What follows belongs to an exercise in optimizing a design on an open flow for a short achievable clock period and few clock cycles; a production flow would make more cautious choices.
In this exercise RTL edits were held to simulation tests only and were not proved equivalent to the original.
Power figures rest on the tool's default switching activity, not on a simulated workload.

`config.mk`:
```
export PLATFORM = sky130hd
export DESIGN_NAME = cpuCore
export DESIGN_NICKNAME = cpuCore
export VERILOG_FILES = /design/flow/design.v
export SDC_FILE = /design/flow/constraint.sdc
export NUM_CORES = 4
export LEC_CHECK = 0
export CAP_MARGIN = 20
export CORE_MARGIN = 2
export CORE_UTILIZATION = 25
export PLACE_DENSITY = 0.45
export SLEW_MARGIN = 20
```
`run.sh`:
```
#!/bin/bash
# synth_recipe.tcl (not shown) runs the flow's synth.tcl, then flattens the netlist and writes it again
# the make line also repeats each setting of config.mk as NAME=value (left out here)
make -C /OpenROAD-flow-scripts/flow DESIGN_CONFIG=/design/flow/config.mk WORK_HOME=/design/flow/orfs CLKGATE_MAP_FILE= SYNTH_SCRIPT=/design/flow/synth_recipe.tcl finish
```
`design.v`:
```
module alu (
    input  logic [31:0] operandA,
    input  logic [31:0] operandB,
    input  logic [4:0]  select,      
    output logic [31:0] result
);
    logic [31:0] sum, diff;
    logic        less;
    assign sum  = operandA + operandB;
    assign diff = operandA - operandB;
    assign less = (operandA[31] != operandB[31]) ? operandA[31] : diff[31];
    always_comb
    begin
        result = '0;
        if (select[0]) result = result | sum;
        if (select[1]) result = result | diff;
        if (select[2]) result = result | (operandA & operandB);
        if (select[3]) result = result | (operandA | operandB);
        if (select[4]) result = result | {31'd0, less};
    end
endmodule
module registerFile (
    input  logic        clock,
    input  logic        clear,
    input  logic [4:0]  readIndexA,
    input  logic [4:0]  readIndexB,
    input  logic [4:0]  writeIndex,
    input  logic        writeEnable,
    input  logic [31:0] writeData,
    output logic [31:0] readDataA,
    output logic [31:0] readDataB
);
    logic [31:0] regs [32];
    always_ff @(posedge clock)
    begin
        if (clear)
        begin
            for (int i = 0; i < 32; i++)
                regs[i] <= '0;
        end
        else if (writeEnable && (writeIndex != '0))
            regs[writeIndex] <= writeData;
    end
    assign readDataA = clear ? '0 : regs[readIndexA];
    assign readDataB = clear ? '0 : regs[readIndexB];
endmodule
module dataMemory (
    input  logic        clock,
    input  logic        clear,
    input  logic [4:0]  wordIndex,
    input  logic [31:0] writeData,
    input  logic        memWrite,
    output logic [31:0] readData
);
    logic [31:0] mem [32];
    always_ff @(posedge clock)
    begin
        if (clear)
        begin
            for (int i = 0; i < 32; i++)
                mem[i] <= 32'(i);
        end
        else if (memWrite)
            mem[wordIndex] <= writeData;
    end
    assign readData = mem[wordIndex];
endmodule
module instructionMemory (
    input  logic        clock,
    input  logic        progWrite,
    input  logic [5:0]  progAddress,
    input  logic [31:0] progData,
    input  logic [5:0]  fetchIndex,
    output logic [31:0] instruction
);
    logic [31:0] code [64];     
    always_ff @(posedge clock)
    begin
        if (progWrite)
            code[progAddress] <= progData;
    end
    assign instruction = code[fetchIndex];
endmodule
module controller (
    input  logic [31:0] instruction,
    output logic [4:0]  aluSelect,       
    output logic        useImmediate,    
    output logic        regWrite,        
    output logic [4:0]  writeIndex,
    output logic        isLoad,
    output logic        isStore,
    output logic        isBranch,
    output logic        isJump
);
    localparam [5:0] opR    = 6'h00;
    localparam [5:0] opJ    = 6'h02;
    localparam [5:0] opBeq  = 6'h04;
    localparam [5:0] opAddi = 6'h08;
    localparam [5:0] opLw   = 6'h23;
    localparam [5:0] opSw   = 6'h2b;
    localparam [5:0] fnAdd = 6'h20;
    localparam [5:0] fnSub = 6'h22;
    localparam [5:0] fnAnd = 6'h24;
    localparam [5:0] fnOr  = 6'h25;
    localparam [5:0] fnSlt = 6'h2a;
    logic [5:0] opcode, funct;
    logic       wr;
    assign opcode = instruction[31:26];
    assign funct  = instruction[5:0];
    always_comb
    begin
        aluSelect    = '0;
        useImmediate = 1'b0;
        wr           = 1'b0;
        writeIndex   = instruction[20:16];
        isLoad       = 1'b0;
        isStore      = 1'b0;
        isBranch     = 1'b0;
        isJump       = 1'b0;
        case (opcode)
            opR:
            begin
                writeIndex = instruction[15:11];
                wr = 1'b1;
                case (funct)
                    fnAdd:   aluSelect = 5'b00001;
                    fnSub:   aluSelect = 5'b00010;
                    fnAnd:   aluSelect = 5'b00100;
                    fnOr:    aluSelect = 5'b01000;
                    fnSlt:   aluSelect = 5'b10000;
                    default: wr = 1'b0;
                endcase
            end
            opAddi:
            begin
                aluSelect    = 5'b00001;
                useImmediate = 1'b1;
                wr           = 1'b1;
            end
            opLw:
            begin
                isLoad = 1'b1;
                wr     = 1'b1;
            end
            opSw:    isStore  = 1'b1;
            opBeq:   isBranch = 1'b1;
            opJ:     isJump   = 1'b1;
            default: ;
        endcase
    end
    assign regWrite = wr && (writeIndex != 5'd0);
endmodule
module cpuCore (
    input  logic        clock,
    input  logic        reset,
    input  logic        progWrite,
    input  logic [5:0]  progAddress,
    input  logic [31:0] progData,
    output logic [31:0] pc,
    output logic        storeValid,
    output logic [31:0] storeAddress,
    output logic [31:0] storeData
);
    logic        resetQ;          
    logic [31:0] pcF;             
    logic [31:0] pcE;
    logic [31:0] aE, bE;          
    logic [31:0] addrE;           
    logic [31:0] targetE;         
    logic [4:0]  aluSelE;
    logic [4:0]  destE;
    logic        writeE, loadE, storeE, branchE;
    logic [31:0] instruction;
    logic [4:0]  aluSel;
    logic        useImm, regWrite, isLoad, isStore, isBranch, isJump;
    logic [4:0]  writeIndex;
    logic [4:0]  rs, rt;
    logic [31:0] immExt, pcPlus4F, branchTargetF, jumpTargetF, nextPcF;
    logic [31:0] rfA, rfB, opA, opB;
    logic        branchAlways, branchCheck, redirect;
    logic [31:0] resultE, aluResultE, loadDataE;
    instructionMemory instrMem (
        .clock, .progWrite, .progAddress, .progData,
        .fetchIndex(pcF[7:2]), .instruction
    );
    controller ctrl (
        .instruction, .aluSelect(aluSel), .useImmediate(useImm), .regWrite,
        .writeIndex, .isLoad, .isStore, .isBranch, .isJump
    );
    assign rs     = instruction[25:21];
    assign rt     = instruction[20:16];
    assign immExt = {{16{instruction[15]}}, instruction[15:0]};
    registerFile regFile (
        .clock, .clear(resetQ),
        .readIndexA(rs), .readIndexB(rt),
        .writeIndex(destE), .writeEnable(writeE), .writeData(resultE),
        .readDataA(rfA), .readDataB(rfB)
    );
    assign opA = (writeE && destE == rs) ? resultE : rfA;
    assign opB = (writeE && destE == rt) ? resultE : rfB;
    assign branchAlways = isBranch && (rs == rt);
    assign branchCheck  = isBranch && (rs != rt) && (instruction[15:0] != 16'd0);
    assign pcPlus4F      = pcF + 32'd4;
    assign branchTargetF = pcPlus4F + {immExt[29:0], 2'b00};
    assign jumpTargetF   = {pcPlus4F[31:28], instruction[25:0], 2'b00};
    always_comb
    begin
        if (redirect)
            nextPcF = targetE;
        else if (isJump)
            nextPcF = jumpTargetF;
        else if (branchAlways)
            nextPcF = branchTargetF;
        else
            nextPcF = pcPlus4F;
    end
    alu aluUnit (
        .operandA(aE), .operandB(bE), .select(aluSelE), .result(aluResultE)
    );
    dataMemory dataMem (
        .clock, .clear(resetQ),
        .wordIndex(addrE[6:2]), .writeData(bE),
        .memWrite(storeE), .readData(loadDataE)
    );
    assign resultE  = aluResultE | (loadE ? loadDataE : 32'd0);
    assign redirect = branchE && (aE == bE);
    always_ff @(posedge clock)
    begin
        resetQ <= reset;
        if (reset)
        begin
            pcF     <= '0;
            aluSelE <= '0;
            writeE  <= 1'b0;
            loadE   <= 1'b0;
            storeE  <= 1'b0;
            branchE <= 1'b0;
        end
        else
        begin
            pcF <= nextPcF;
            if (redirect)
            begin
                aluSelE <= '0;
                writeE  <= 1'b0;
                loadE   <= 1'b0;
                storeE  <= 1'b0;
                branchE <= 1'b0;
            end
            else
            begin
                aluSelE <= aluSel;
                writeE  <= regWrite;
                loadE   <= isLoad;
                storeE  <= isStore;
                branchE <= branchCheck;
            end
        end
    end
    always_ff @(posedge clock)
    begin
        pcE     <= pcF;
        aE      <= opA;
        bE      <= useImm ? immExt : opB;
        addrE   <= opA + immExt;
        targetE <= branchTargetF;
        destE   <= writeIndex;
    end
    assign storeValid   = storeE;
    assign storeAddress = addrE;
    assign storeData    = bE;
    assign pc           = pcE;
endmodule
```
`constraint.sdc`:
```
create_clock -name core_clock -period 13.0 [get_ports {clock}]
set_input_delay 2.6000 -clock core_clock [delete_from_list [all_inputs] [get_ports {clock}]]
set_output_delay 2.6000 -clock core_clock [all_outputs]
set_load 0.01 [all_outputs]
```
==> run notes, run 1 <==
----------------------------------------------------
[Job]
  Number of violations of the max-capacitance limit ... 0

[Clocking]
  Depth of the CTS H-tree ... 5
  Clock transition at the registers of the reported paths ... 0.07 ns
  Clk latency of the worst-skew pair ... 1.07 ns
  Quantity of hold-fixing buffers added after cts ... 0
  TritonCTS clock tree ... yes
  Number of CTS-inserted buffers ... 452
  Total clock sinks ... 4301
  Clock Root Buffer ... clkbuf_16
  Clock Path Buffers ... 4
  Post-CTS Repair Setup Buffers ... 0
  Post-CTS resize count ... 0

[Die]
  Starting Density ... 25.1%
  Area of the die ... 775000 um2
  Count of pins on the block boundary ... 138
  Site row count ... 321
  Die width ... 881 um
  Die height ... 881 um
  Area of the core ... 765000 um2

[Drt]
  Via count of the routed design ... 123000
  Number of DRC violations after detailed-routing iteration 0 ... 13900
  Routed WL ... 700000 um
  Drt pass-1 iters ... 6
  Count of unresolved DRC violations after routing ... 0
  Vias/cell ... 5.15
  Remaining antenna violation count ... 0
  Drt wl/cell ... 29.3 um

[Placed design]
  Post-placement cell count ... 23100
  Final HPWL from detailed placement ... 400000 um
  Port Buf Inserts ... 137
  Final Wtd Congestion ... 0.815

[STA]
  Slew at the pin closest to its max-slew limit ... 1.15 ns
  RSZ-0062 raised after global routing ... false
  Part of the cycle the worst path needs ... 76.2%
  Post-route minimum period ... 9.90 ns
  Relative slew slack ... 23.2%
  Hold Violations, Final ... 0
  Fin Setup TNS ... 0 ns
  Count of final setup violators ... 0
  Worst Skew ... 0.0958 ns
  Fin. max-slew vios ... 0
  Peak Freq ... 101 MHz

[Power and ir drop]
  Pwr Density ... 181 nW/um2
  Final Power ... 39.9 mW
  Worst voltage drop across the vdd grid ... 0.146 mV
  Leakage ... 67.8 nW

[Final layout]
  Post-layout util ... 28.8%
  Area taken by multi-input logic gates ... 60600 um2
  Layout net count ... 13500
  Area growth from synthesis to layout ... 14.7%
  Layout cell share with drive strength beyond 1 ... 16.5%
  Final instance count without filler cells ... 23900
  Storage element area ... 127000 um2
  Count of filler cells inserted in the layout ... 76900

[Yosys]
  Warnings from Yosys ... 6
  Avg Inst Size Synth ... 14.2 um2
  Commonest register cell after synthesis ... edfxtp_1
  Synth area leaders ... edfxtp_1 (64%), mux4_2 (10%), a211oi_1 (2.7%)
  Most frequent cell after synthesis ... edfxtp_1
  Most area-hungry cell type in the Yosys netlist ... edfxtp_1
  Syn Std Cell Area ... 192000 um2
  Number of enable flip-flop cells after synthesis ... 4096
  Register area share after synthesis ... 66.2%
  Number of distinct library cells after synthesis ... 94
  Post-synth ARST share ... 0%
  Synth top area share ... 64.0%
  Number of instances in the synthesized netlist ... 13600
  Number of storage elements in the synthesis netlist ... 4301
  Top cells by count, synth ... edfxtp_1 (4096), nor2_1 (1322), nand2_1 (1304)

[Hold path]
  Worst Hold Depth ... 0
  Class of the tightest hold or removal check ... reg2reg
  Hold path start ... pcF[0]$_SDFFE_PP0P_
  End of the worst hold path ... targetE[0]$_DFF_P_

[Setup path]
  Critical path type ... reg2reg
  Critical path peak fanout ... 34
  Category of the worst setup path capture point ... register
  CP Launch Type ... register
  Capture point of the worst reg-to-reg path ... addrE[31]$_DFF_P_
  CP dominant cell by count ... a21oi_1
  R2r setup slk ... 3.10 ns
  Delay of the slowest critical-path stage ... 0.74 ns
  Reg2reg start ... bE[7]$_DFF_P_
  Critical path arrival ... 10.82 ns
  Worst reg-to-reg path cell count ... 33
  Required time of the critical path ... 13.91 ns
  Cell with the largest stage delay on the worst path ... a21oi_1

[Global routing]
  Most congested layer reported by global routing ... met2
  Number of antenna violations at the first check in global routing ... 49
  Largest net degree at the start of global routing ... 145
  Overall routing resource usage ... 17.4%
  Global-route met2 utilization ... 27.4%
  GR Util met1 ... 25.0%
  Via count of the first global-routing pass ... 121000
  Wire length of the first global-routing pass ... 974000 um
  GR Layer Usage met3 ... 2.46%
  Remaining global-route overflow ... 0

[Outcome]
  Status ... complete, no violations

----------------------------------------------------
[sequential cells by signal, summed over array words and instances, names as in the netlist]
signal	cells
aluSelE	5
targetE	32
pcE	30
writeE	1
branchE	1
instrMem.code	2048
loadE	1
addrE	32
resetQ	1
aE	32
bE	32
destE	5
storeE	1
dataMem.mem	1024
regFile.regs	1024
pcF	32
[area by class of cell]
type                    instances  share of cell area [%]
well taps                   10200                    5.78
multi-input cells            7890                    27.5
diodes                         14                  0.0159
inverters                     134                   0.232
clock buffers                 570                    5.51
clock inverters               270                    1.09
flip-flops and latches       4301                    57.7
repair buffers                554                    2.14
[layer usage]
layer / share of wire [%] / up-vias / routed length, um
met1: 45 / 65300 / 312000
met4: 3.3 / 18 / 23000
li1: - / 52000 / -
met2: 45 / 4856 / 318000
met3: 6.8 / 914 / 47300
met5: 0.019 / - / 134
[where the power goes]
group          internal (mW)  leakage [nW]  switching (mW)
Combinational           3.29          19.7            7.55
Clock                   7.32          7.13            5.73
Sequential              15.6          41.0           0.435
[cells in the final DEF, fill, tap and decap left out, drive strengths merged, types with 36 or more instances in the layout]
master         synthesis  routed
a21oi                274     274
a21o                  70      70
nand2b                64      64
a311oi               256     256
mux2i                 69      69
ha                   156     156
clkinv                 0     202
a211oi               683     683
a221o                 36      36
a31oi                275     275
xor2                  39      39
dfxtp                205     205
or2                   42      42
nor3                 998     998
clkdlybuf4s50          0     104
nor2                1324    1324
nand4                 48      48
xnor2                 89      89
buf                  265     450
bufinv                 0      37
and2                 514     514
inv                  134     149
a221oi                40      40
a22oi                151     151
edfxtp              4096    4096
nand2               1304    1304
clkbuf              1003     570
mux4                 860     860
nand3                 93      93
o21ai                 95      95
[through the flow]
step / hold WS [ns] / area [um2] / worst slack [ns]
floorplan: 0.323 / 192000 / 5.69
global placement: 0.332 / 206000 / 2.74
detailed placement: 0.337 / 206000 / 2.93
CTS: 0.352 / 220000 / 2.92
global route: 0.357 / 220000 / 2.80
finish: 0.349 / 220000 / 3.10
[worst max-delay path, delay by kind of cell (launching register included)]
| kind | cells | cell delay, ns |
|---|---|---|
| xor gates and xnor gates | 1 | 0.17 |
| AOI/OAI and AO/OA | 21 | 5.55 |
| adders and majority gates | 3 | 1.23 |
| buffers and inverters | 3 | 1.09 |
| and+or+nand+nor | 5 | 1.36 |
| DFF | 1 | 0.34 |
[worst max path at each step]
stage	from	end	slack [ns]
after floorplan	bE[7]$_DFF_P_	addrE[30]$_DFF_P_	5.69
after global placement	bE[7]$_DFF_P_	addrE[31]$_DFF_P_	2.74
after detailed placement	bE[7]$_DFF_P_	addrE[31]$_DFF_P_	2.93
after CTS	bE[7]$_DFF_P_	addrE[31]$_DFF_P_	2.92
after global routing	bE[7]$_DFF_P_	addrE[31]$_DFF_P_	2.80
final	bE[7]$_DFF_P_	addrE[31]$_DFF_P_	3.10
[cell families (layout without fill, tap and decap cells)]
logic type      Yosys count  count (layout)  share of synthesized area, %
compound gates         2108            2108                          7.95
xor+xnor                128             128                         0.584
fa+ha+maj               161             161                          1.07
buf+inv                1407            1528                          3.02
flops                  4301            4301                          66.2
mux                     950             950                          10.6
other cells               1              46                       0.00195
simple gates           4511            4511                          10.6
Testbench counts, summed over its fixed seeds: cycles 10,895.
==> run 2: changes to the inputs <==
==> flow/run.sh (new file) <==
#!/bin/bash
set -o pipefail
cd "$(dirname "$0")/.."
export SETUP_SLACK_MARGIN=$(cat flow/setup_margin.txt)
export TNS_END_PERCENT=$(cat flow/tns_end_percent.txt)
echo "SETUP_SLACK_MARGIN=$SETUP_SLACK_MARGIN TNS_END_PERCENT=$TNS_END_PERCENT" > run_settings.log
bash standard.sh > standard_flow.log 2>&1
==> flow/setup_margin.txt (new file) <==
8.5
==> flow/tns_end_percent.txt (new file) <==
5
==> standard.sh (new file) <==
#!/bin/bash
# synth_recipe.tcl (not shown) runs the flow's synth.tcl, then flattens the netlist and writes it again
# the make line also repeats each setting of config.mk as NAME=value (left out here)
make -C /OpenROAD-flow-scripts/flow DESIGN_CONFIG=/design/flow/config.mk WORK_HOME=/design/flow/orfs CLKGATE_MAP_FILE= SYNTH_SCRIPT=/design/flow/synth_recipe.tcl "${@:-finish}"
removed: run.sh
==> run 2 against run 1 <==
  * Sequential share of layout area is 3.0 points lower
  * Critical path depth rose by 2
  * Non-clock buffer count up 468
  * First-iteration DRC count increased by 15%
  * Via count grew 4.4%
  * Largest cell class unchanged
==> run notes, run 2 <==
----------------------------------------------------
[STA]
  Fin. max-slew vios ... 0 (unchanged)
  Count of final setup violators ... 0 (unchanged)
  Fin Setup TNS ... 0 ns (unchanged)
  Worst Skew ... 0.0684 ns (-0.0274 ns)
  Relative slew slack ... 21.9% (-1.4 points)
  Post-route minimum period ... 7.34 ns (-2.57 ns)
  RSZ-0062 raised after global routing ... true
  Slew at the pin closest to its max-slew limit ... 1.17 ns (+0.0225 ns)
  Peak Freq ... 136 MHz (+35%)
  Part of the cycle the worst path needs ... 56.4% (-20 points)
  Final setup slack of the worst path ... 5.66 ns (+2.57 ns)
  Hold Violations, Final ... 0 (unchanged)

[Drt]
  Drt pass-1 iters ... 8 (+2)
  Vias/cell ... 5.27 (+2.4%)
  Drt wl/cell ... 31.4 um (+7.4%)
  Routed WL ... 766000 um (+9.5%)
  Count of unresolved DRC violations after routing ... 0 (unchanged)
  Via count of the routed design ... 129000 (+4.4%)
  Remaining antenna violation count ... 0 (unchanged)
  Number of DRC violations after detailed-routing iteration 0 ... 15900 (+15%)

[Final layout]
  Layout net count ... 14000 (+3.5%)
  Most frequent cells in the layout ... edfxtp_1 (4096), nand2_1 (1259), nor2_1 (1224)
  Area growth from synthesis to layout ... 21.0%
  Final instance count without filler cells ... 24400 (+1.9%)
  Register containing the most flip-flops in the final layout ... instrMem.code
  Number of flip-flops in the largest register ... 2048 (unchanged)
  Post-layout util ... 30.4% (+1.6 points)
  Most frequent standard cell in the layout excluding fill and tap cells ... edfxtp_1
  Registers with the highest flip-flop counts ... instrMem.code (2048), dataMem.mem (1024), regFile.regs (1024)
  Layout cell share with drive strength beyond 1 ... 22.8% (+6.2 points)

[Power and ir drop]
  Pwr Density ... 185 nW/um2 (+1.9%)
  Worst voltage drop across the vdd grid ... 0.176 mV (+20%)
  Leakage ... 73.0 nW (+7.6%)

[Yosys]
  Number of storage elements in the synthesis netlist ... 4301 (unchanged)
  Warnings from Yosys ... 6 (unchanged)
  Number of instances in the synthesized netlist ... 13600 (unchanged)
  Register area share after synthesis ... 66.2% (unchanged)
  Most frequent cell after synthesis ... edfxtp_1
  Post-synth ARST share ... 0% (unchanged)
  Most area-hungry cell type in the Yosys netlist ... edfxtp_1
  Number of enable flip-flop cells after synthesis ... 4096 (unchanged)
  Synth top area share ... 64.0% (unchanged)
  Commonest register cell after synthesis ... edfxtp_1
  Avg Inst Size Synth ... 14.2 um2 (unchanged)
  Syn Std Cell Area ... 192000 um2 (unchanged)
  Number of distinct library cells after synthesis ... 94 (unchanged)
  Top cells by count, synth ... edfxtp_1 (4096), nor2_1 (1322), nand2_1 (1304)
  Synth area leaders ... edfxtp_1 (64%), mux4_2 (10%), a211oi_1 (2.7%)

[Placed design]
  Final HPWL from detailed placement ... 402000 um (+0.45%)
  Post-placement cell count ... 23100 (-0.0087%)
  Final Wtd Congestion ... 0.817 (+0.20%)
  Port Buf Inserts ... 137 (unchanged)
  Placement Setup Slack ... 4.07 ns (+1.14 ns)

[Clocking]
  TritonCTS clock tree ... yes
  Clock transition at the registers of the reported paths ... 0.06 ns (about the same)
  Number of CTS-inserted buffers ... 455 (+0.66%)
  Quantity of hold-fixing buffers added after cts ... 0 (unchanged)
  Total clock sinks ... 4301 (unchanged)
  Depth of the CTS H-tree ... 5 (unchanged)
  Clock Path Buffers ... 4 (unchanged)
  Clock Root Buffer ... clkbuf_16
  Clk latency of the worst-skew pair ... 1.07 ns (about the same)

[Setup path]
  Critical path arrival ... 8.27 ns (-2.55 ns)
  Delay of the slowest critical-path stage ... 0.44 ns (-0.30 ns)
  Dominant delay contributor by cell family on the critical path ... compound AO/OA/AOI/OAI gates
  Cell with the largest stage delay on the worst path ... fa_2
  Required time of the critical path ... 13.94 ns (+0.03 ns)
  Critical path peak fanout ... 7 (-79%)
  CP Launch Type ... register
  Category of the worst setup path capture point ... register
  Critical path type ... reg2reg
  Number of buffer and inverter instances along the worst setup path ... 4 (+1)

[Global routing]
  Number of antenna violations at the first check in global routing ... 54 (+10%)
  Via count of the first global-routing pass ... 125000 (+3.3%)
  Wire length of the first global-routing pass ... 1040000 um (+6.6%)
  Overall routing resource usage ... 18.7% (+1.3 points)
  Remaining global-route overflow ... 0 (unchanged)
  Largest net degree at the start of global routing ... 154 (+6.2%)

[Die]
  Die height ... 881 um (unchanged)
  Count of pins on the block boundary ... 138 (unchanged)
  Area of the die ... 775000 um2 (unchanged)
  Die width ... 881 um (unchanged)
  Starting Density ... 25.1% (unchanged)
  Site row count ... 321 (unchanged)
  Area of the core ... 765000 um2 (unchanged)

[Hold path]
  Class of the tightest hold or removal check ... reg2reg

[Outcome]
  Status ... complete, no violations

[Job]
  Number of violations of the max-capacitance limit ... 0 (unchanged)

----------------------------------------------------
-- run 2: stage by stage --
stage | instance area (um2) | hold WS (ns) | power [mW]
floorplan | 193000 | 0.323 | 22.7
global placement | 206000 | 0.327 | 27.2
detailed placement | 206000 | 0.333 | 27.2
CTS | 229000 | 0.357 | 42.3
global route | 232000 | 0.356 | 44.2
finish | 232000 | 0.360 | 42.9
-- run 2: where the power goes --
part / switching [mW] / internal [mW]
Combinational: 8.74 / 4.74
Sequential: 0.440 / 15.6
Clock: 5.74 / 7.66
Total: 14.9 / 28.0
-- run 2: cells by family (layout without fill, tap and decap cells) --
| kind of cell | count (synthesis) | after routing | share of synthesized area (%) |
|---|---|---|---|
| buffers and inverters | 1407 | 1991 | 3.02 |
| and+or+nand+nor | 4511 | 4512 | 10.6 |
| AOI/OAI and AO/OA | 2108 | 2110 | 7.95 |
| DFF | 4301 | 4301 | 66.2 |
| other | 1 | 44 | 0.00195 |
| muxes | 950 | 950 | 10.6 |
| adders and majority gates | 161 | 161 | 1.07 |
| xor gates and xnor gates | 128 | 128 | 0.584 |
-- run 2: timing repair --
action                     in CTS  in global routing
pin swaps                     166                144
resized for setup             669                390
gates cloned                  104                 28
buffers inserted              227                118
setup endpoints to repair    1964               2588
-- run 2: path summary, 6_finish.rpt --
check,start,endpoint,slack [ns],cells after the start
max,bE[6]$_DFF_P_,addrE[30]$_DFF_P_,5.66,35
min,pcF[0]$_SDFFE_PP0P_,targetE[0]$_DFF_P_,0.36,0
max reg2reg,bE[6]$_DFF_P_,addrE[30]$_DFF_P_,5.66,35
min reg2reg,pcF[0]$_SDFFE_PP0P_,targetE[0]$_DFF_P_,0.36,0
-- run 2: cell type report --
| cell class | count | area, um2 |
|---|---|---|
| fillers | 75900 | 532000 |
| flip-flops and latches | 4301 | 127000 |
| multi-input cells | 7893 | 63900 |
| repair buffers | 1022 | 13100 |
| well taps | 10200 | 12700 |
| clock buffers | 568 | 12100 |
| clock inverters | 263 | 2740 |
| inverters | 134 | 557 |
| diodes | 12 | 30.0 |
| repair inverters | 4 | 23.8 |
-- run 2: worst reg2reg max path, delay by kind of cell, from the launching register on --
family,cells,cell delay (ns)
AO/OA/AOI/OAI,18,3.65
AND/OR/NAND/NOR,8,1.54
adder cells (fa/ha/maj),4,1.08
buffers and inverters,4,0.44
flip-flops,1,0.35
XOR/XNOR,1,0.13
-- run 2: layer usage --
metal  vias to the layer above  track usage (%)  share of wire [%]
met4                        16             6.48                4.0
met5                         -                0              0.015
met3                      1239             2.90                7.8
met2                      6024             29.6                 46
li1                      53100                -                  -
met1                     68200             26.2                 42
==> run 3: changes to the inputs <==
--- a/design.v
+++ b/design.v
@@ -140,8 +140,15 @@
             opLw:
             begin
-                isLoad = 1'b1;
-                wr     = 1'b1;
-            end
-            opSw:    isStore  = 1'b1;
+                aluSelect    = 5'b00001;
+                useImmediate = 1'b1;
+                isLoad       = 1'b1;
+                wr           = 1'b1;
+            end
+            opSw:
+            begin
+                aluSelect    = 5'b00001;
+                useImmediate = 1'b1;
+                isStore      = 1'b1;
+            end
             opBeq:   isBranch = 1'b1;
             opJ:     isJump   = 1'b1;
@@ -166,5 +173,6 @@
     logic [31:0] pcE;
     logic [31:0] aE, bE;          
-    logic [31:0] addrE;           
+    logic [31:0] sdE;             
+    logic [6:0]  lowAddrE;        
     logic [31:0] targetE;         
     logic [4:0]  aluSelE;
@@ -218,10 +226,11 @@
         .operandA(aE), .operandB(bE), .select(aluSelE), .result(aluResultE)
     );
+    assign lowAddrE = aE[6:0] + bE[6:0];
     dataMemory dataMem (
         .clock, .clear(resetQ),
-        .wordIndex(addrE[6:2]), .writeData(bE),
+        .wordIndex(lowAddrE[6:2]), .writeData(sdE),
         .memWrite(storeE), .readData(loadDataE)
     );
-    assign resultE  = aluResultE | (loadE ? loadDataE : 32'd0);
+    assign resultE  = loadE ? loadDataE : aluResultE;
     assign redirect = branchE && (aE == bE);
     always_ff @(posedge clock)
@@ -263,11 +272,17 @@
         aE      <= opA;
         bE      <= useImm ? immExt : opB;
-        addrE   <= opA + immExt;
+        sdE     <= opB;
         targetE <= branchTargetF;
         destE   <= writeIndex;
     end
-    assign storeValid   = storeE;
-    assign storeAddress = addrE;
-    assign storeData    = bE;
-    assign pc           = pcE;
-endmodule
+    always_ff @(posedge clock)
+    begin
+        if (reset)
+            storeValid <= 1'b0;
+        else
+            storeValid <= storeE;
+        storeAddress <= aluResultE;
+        storeData    <= sdE;
+        pc           <= pcE;
+    end
+endmodule
==> run 3 against run 2 <==
  * Critical endpoint is now aE[15]$_DFF_P_
  * Largest cell class unchanged
  * First-iteration DRC count is 4.7% higher
  * Critical path type unchanged
  * Clock power grew 7%
  * Sequential cell count grew 97
  * Worst setup slack better by 2.2 ns
  * Combinational power grew 59%
  * Wire length rose by 2.6%
  * Non-clock buffer count is 201 higher
==> run notes, run 3 <==
----------------------------------------------------
[Outcome]
  Status ... complete, no violations

[Yosys]
  Most frequent cell after synthesis ... edfxtp_1
  Number of instances in the synthesized netlist ... 12900 (-5.0%)
  Top cells by count, synth ... edfxtp_1 (4096), nor2_1 (1232), and2_1 (957)
  Post-synth ARST share ... 0% (unchanged)
  Commonest register cell after synthesis ... edfxtp_1
  Synth area leaders ... edfxtp_1 (63%), mux4_2 (9.8%), mux2i_1 (4.8%)
  Most area-hungry cell type in the Yosys netlist ... edfxtp_1
  Avg Inst Size Synth ... 15.0 um2 (+6.2%)
  Warnings from Yosys ... 6 (unchanged)
  Number of distinct library cells after synthesis ... 97 (+3.2%)
  Number of enable flip-flop cells after synthesis ... 4096 (unchanged)
  Register area share after synthesis ... 66.6% (+0.44 points)
  Syn Std Cell Area ... 194000 um2 (+0.85%)
  Synth top area share ... 63.5% (-0.54 points)
  Number of storage elements in the synthesis netlist ... 4398 (+2.3%)

[Power and ir drop]
  Clk network pwr share ... 27.1% (-4.1 points)
  Switching part of the total power ... 38.6% (+3.9 points)
  Sequential power share ... 32.3% (-5.1 points)
  Power share of the combinational group ... 40.7% (+9.3 points)
  Cell-internal power ... 32.5 mW (+16%)
  Leakage ... 81.4 nW (+12%)
  Final Power ... 52.9 mW (+23%)
  Pwr Density ... 219 nW/um2 (+19%)
  Switching power total ... 20.4 mW (+37%)
  Worst voltage drop across the vdd grid ... 0.233 mV (+33%)

[Drt]
  Number of DRC violations after detailed-routing iteration 0 ... 16700 (+4.7%)
  Drt wl/cell ... 32.3 um (+2.6%)
  Count of unresolved DRC violations after routing ... 0 (unchanged)
  Remaining antenna violation count ... 0 (unchanged)
  Vias/cell ... 5.12 (-2.8%)
  Drt pass-1 iters ... 6 (-2)
  Via count of the routed design ... 125000 (-2.8%)
  Routed WL ... 786000 um (+2.6%)

[STA]
  Final setup slack of the worst path ... 7.82 ns (+2.16 ns)
  Worst Skew ... 0.0933 ns (+0.0250 ns)
  Post-route minimum period ... 5.18 ns (-2.16 ns)
  Hold Violations, Final ... 0 (unchanged)
  Slew at the pin closest to its max-slew limit ... 1.21 ns (+0.0370 ns)
  Count of final setup violators ... 0 (unchanged)
  Peak Freq ... 193 MHz (+42%)
  Fin. max-slew vios ... 0 (unchanged)
  Relative slew slack ... 19.6% (-2.3 points)
  Part of the cycle the worst path needs ... 39.8% (-17 points)
  RSZ-0062 raised after global routing ... true
  Fin Setup TNS ... 0 ns (unchanged)

[Final layout]
  Area growth from synthesis to layout ... 24.6%
  Layout cell share with drive strength beyond 1 ... 26.0% (+3.2 points)
  Registers with the highest flip-flop counts ... instrMem.code (2048), dataMem.mem (1024), regFile.regs (1024)
  Most frequent cells in the layout ... edfxtp_1 (4096), nor2_1 (1119), and2_1 (954)
  Layout net count ... 13800 (-1.3%)
  Post-layout util ... 31.2% (+0.86 points)
  Register containing the most flip-flops in the final layout ... instrMem.code
  Number of flip-flops in the largest register ... 2048 (unchanged)
  Most frequent standard cell in the layout excluding fill and tap cells ... edfxtp_1

[Clocking]
  Clock Path Buffers ... 4 (unchanged)
  Clock transition at the registers of the reported paths ... 0.06 ns (about the same)
  TritonCTS clock tree ... yes
  Clock Root Buffer ... clkbuf_16
  Clk latency of the worst-skew pair ... 1.10 ns (+0.03 ns)
  Total clock sinks ... 4398 (+2.3%)
  Quantity of hold-fixing buffers added after cts ... 0 (unchanged)
  Depth of the CTS H-tree ... 6 (+1)
  Number of CTS-inserted buffers ... 522 (+15%)

[Global routing]
  Via count of the first global-routing pass ... 122000 (-2.3%)
  Largest net degree at the start of global routing ... 66 (-57%)
  Overall routing resource usage ... 19.3% (+0.55 points)
  Remaining global-route overflow ... 0 (unchanged)
  Number of antenna violations at the first check in global routing ... 94 (+74%)
  Wire length of the first global-routing pass ... 1060000 um (+2.3%)

[Die]
  Area of the core ... 773000 um2 (+1.0%)
  Area of the die ... 782000 um2 (+0.85%)
  Count of pins on the block boundary ... 138 (unchanged)
  Die height ... 884 um (+0.42%)
  Site row count ... 323 (+0.62%)
  Die width ... 884 um (+0.42%)
  Starting Density ... 25.1% (-0.048 points)

[Hold path]
  Hold path start ... pcE[19]$_DFF_P_
  Class of the tightest hold or removal check ... reg2reg

[Setup path]
  Critical path type ... reg2reg
  Category of the worst setup path capture point ... register
  Critical path arrival ... 6.19 ns (-2.08 ns)
  Required time of the critical path ... 14.01 ns (+0.07 ns)
  Critical path peak fanout ... 6 (-1)
  CP Launch Type ... register
  Crit. Startpoint ... pcF[2]$_SDFF_PP0_
  Reg2reg start ... pcF[2]$_SDFF_PP0_

[Placed design]
  Placement Setup Slack ... 5.59 ns (+1.52 ns)
  Final HPWL from detailed placement ... 421000 um (+4.7%)
  Port Buf Inserts ... 137 (unchanged)
  Final Wtd Congestion ... 0.857 (+5.0%)

[Job]
  Number of violations of the max-capacitance limit ... 0 (unchanged)

----------------------------------------------------
[run 3: worst paths after layout]
path,end,slack [ns],cells after the start
worst max-delay path,aE[15]$_DFF_P_,7.82,25
worst min-delay path,pc[19]$_DFF_P_,0.32,0
worst max register to register,aE[15]$_DFF_P_,7.82,25
worst min register to register,pc[19]$_DFF_P_,0.32,0
[run 3: worst max-delay path, cell delays in order (launching register included)]
cell	delay, ns
dfxtp_4	0.38
buf_12	0.15
buf_4	0.14
buf_12	0.12
buf_12	0.13
buf_16	0.14
buf_16	0.12
buf_12	0.12
buf_12	0.11
mux4_2	0.44
a221oi_4	0.39
o21ai_4	0.15
a211oi_4	0.30
buf_6	0.15
buf_6	0.09
buf_6	0.08
buf_6	0.09
buf_12	0.13
buf_16	0.15
buf_12	0.15
mux2i_1	0.08
a22o_1	0.22
a221oi_4	0.38
o22ai_2	0.17
or4_1	0.52
mux2i_1	0.14
[run 3: cell families (layout without fill, tap and decap cells)]
logic type | Yosys count | count (layout) | synth area share, %
AO/OA/AOI/OAI | 1332 | 1344 | 4.74
flip-flops | 4398 | 4398 | 66.6
XOR/XNOR | 91 | 91 | 0.411
buffers and inverters | 1152 | 2278 | 2.52
adder cells (fa/ha/maj) | 129 | 129 | 0.849
AND/OR/NAND/NOR | 3937 | 3946 | 9.83
multiplexers | 1849 | 1849 | 15.0
other | 1 | 100 | 0.00194
[run 3: power groups by stage]
stage,Clock (mW),Sequential [mW],Combinational [mW]
finish,14.3,17.1,21.5
global route,15.1,17.1,22.0
CTS,14.6,17.1,20.8
detailed placement,0,17.4,15.3
global placement,0,17.4,15.3
floorplan,0,16.5,9.01
[run 3: routing by layer]
| metal | global-route usage [%] | vias to the layer above | share of wire (%) | routed length (um) |
|---|---|---|---|---|
| li1 | - | 51100 | - | - |
| met1 | 26.7 | 66300 | 42 | 330000 |
| met2 | 30.0 | 6260 | 45 | 355000 |
| met3 | 3.77 | 1269 | 8.6 | 67700 |
| met4 | 7.29 | 20 | 4.3 | 34000 |
| met5 | 0 | - | 0.016 | 127 |
[run 3: final cells by class]
cell class	instances	area (um2)
fillers	75700	531000
well taps	10200	12800
clock buffers	699	14200
clock inverters	229	2150
flip-flops and latches	4398	129000
inverters	127	487
repair buffers	1223	16500
multi-input cells	7391	66000
diodes	68	170
[run 3: what timing repair did]
action                                 in CTS  in global routing
resized for setup                        1251                166
buffers inserted                          423                114
pin swaps                                 256                125
endpoints found under the hold margin       0                  0
gates cloned                              152                 15
setup endpoints to repair                3524               2724
[run 3: metrics by stage]
| stage | area, um2 | hold WS, ns | instances |
|---|---|---|---|
| 2_1_floorplan | 195000 | 0.310 | 12900 |
| 3_3_place_gp | 208000 | 0.311 | 22700 |
| 3_5_place_dp | 209000 | 0.312 | 22700 |
| 4_1_cts | 239000 | 0.325 | 24200 |
| 5_1_grt | 241000 | 0.330 | 24300 |
| 6_report | 241000 | 0.323 | 24400 |
Testbench counts of run 3, summed over its fixed seeds: cycles 11,023.

-- static timing again, ports no longer ideal --
The results above use ideal ports. As a check the final layouts listed here were re-extracted and re-timed, cells and wires unchanged. Step 1 (the two cells are an assumption about what drives the block):
set clk [get_ports {clock}]
set_driving_cell -lib_cell sky130_fd_sc_hd__clkbuf_16 $clk
set_driving_cell -lib_cell sky130_fd_sc_hd__buf_2 [delete_from_list [all_inputs] $clk]
Step 2 also shifts input and output timing later by t, the mid clock arrival at the registers, as if the neighbouring blocks saw the same clock. Three values: ideal ports, drivers, drivers and shift; two values: the first two.
run | t (ns) | slack for setup (ns) | worst setup path at the end | latest minus earliest clock arrival (ns) | cell pins on the clock port's net
run 1 | 1.161 | 3.097 / 3.097 / 3.097 | register to register | 0.108 / 0.109 | 1
run 2 | 1.163 | 5.664 / 5.664 / 5.664 | register to register | 0.069 / 0.069 | 1
run 3 | 1.199 | 7.820 / 7.820 / 7.010 | input to register | 0.102 / 0.102 | 1
After both steps setup and hold are still met in every run listed. The setup slack of run 3, which loses most, moves by 0.000 ns with the drivers and by -0.810 ns with both steps.
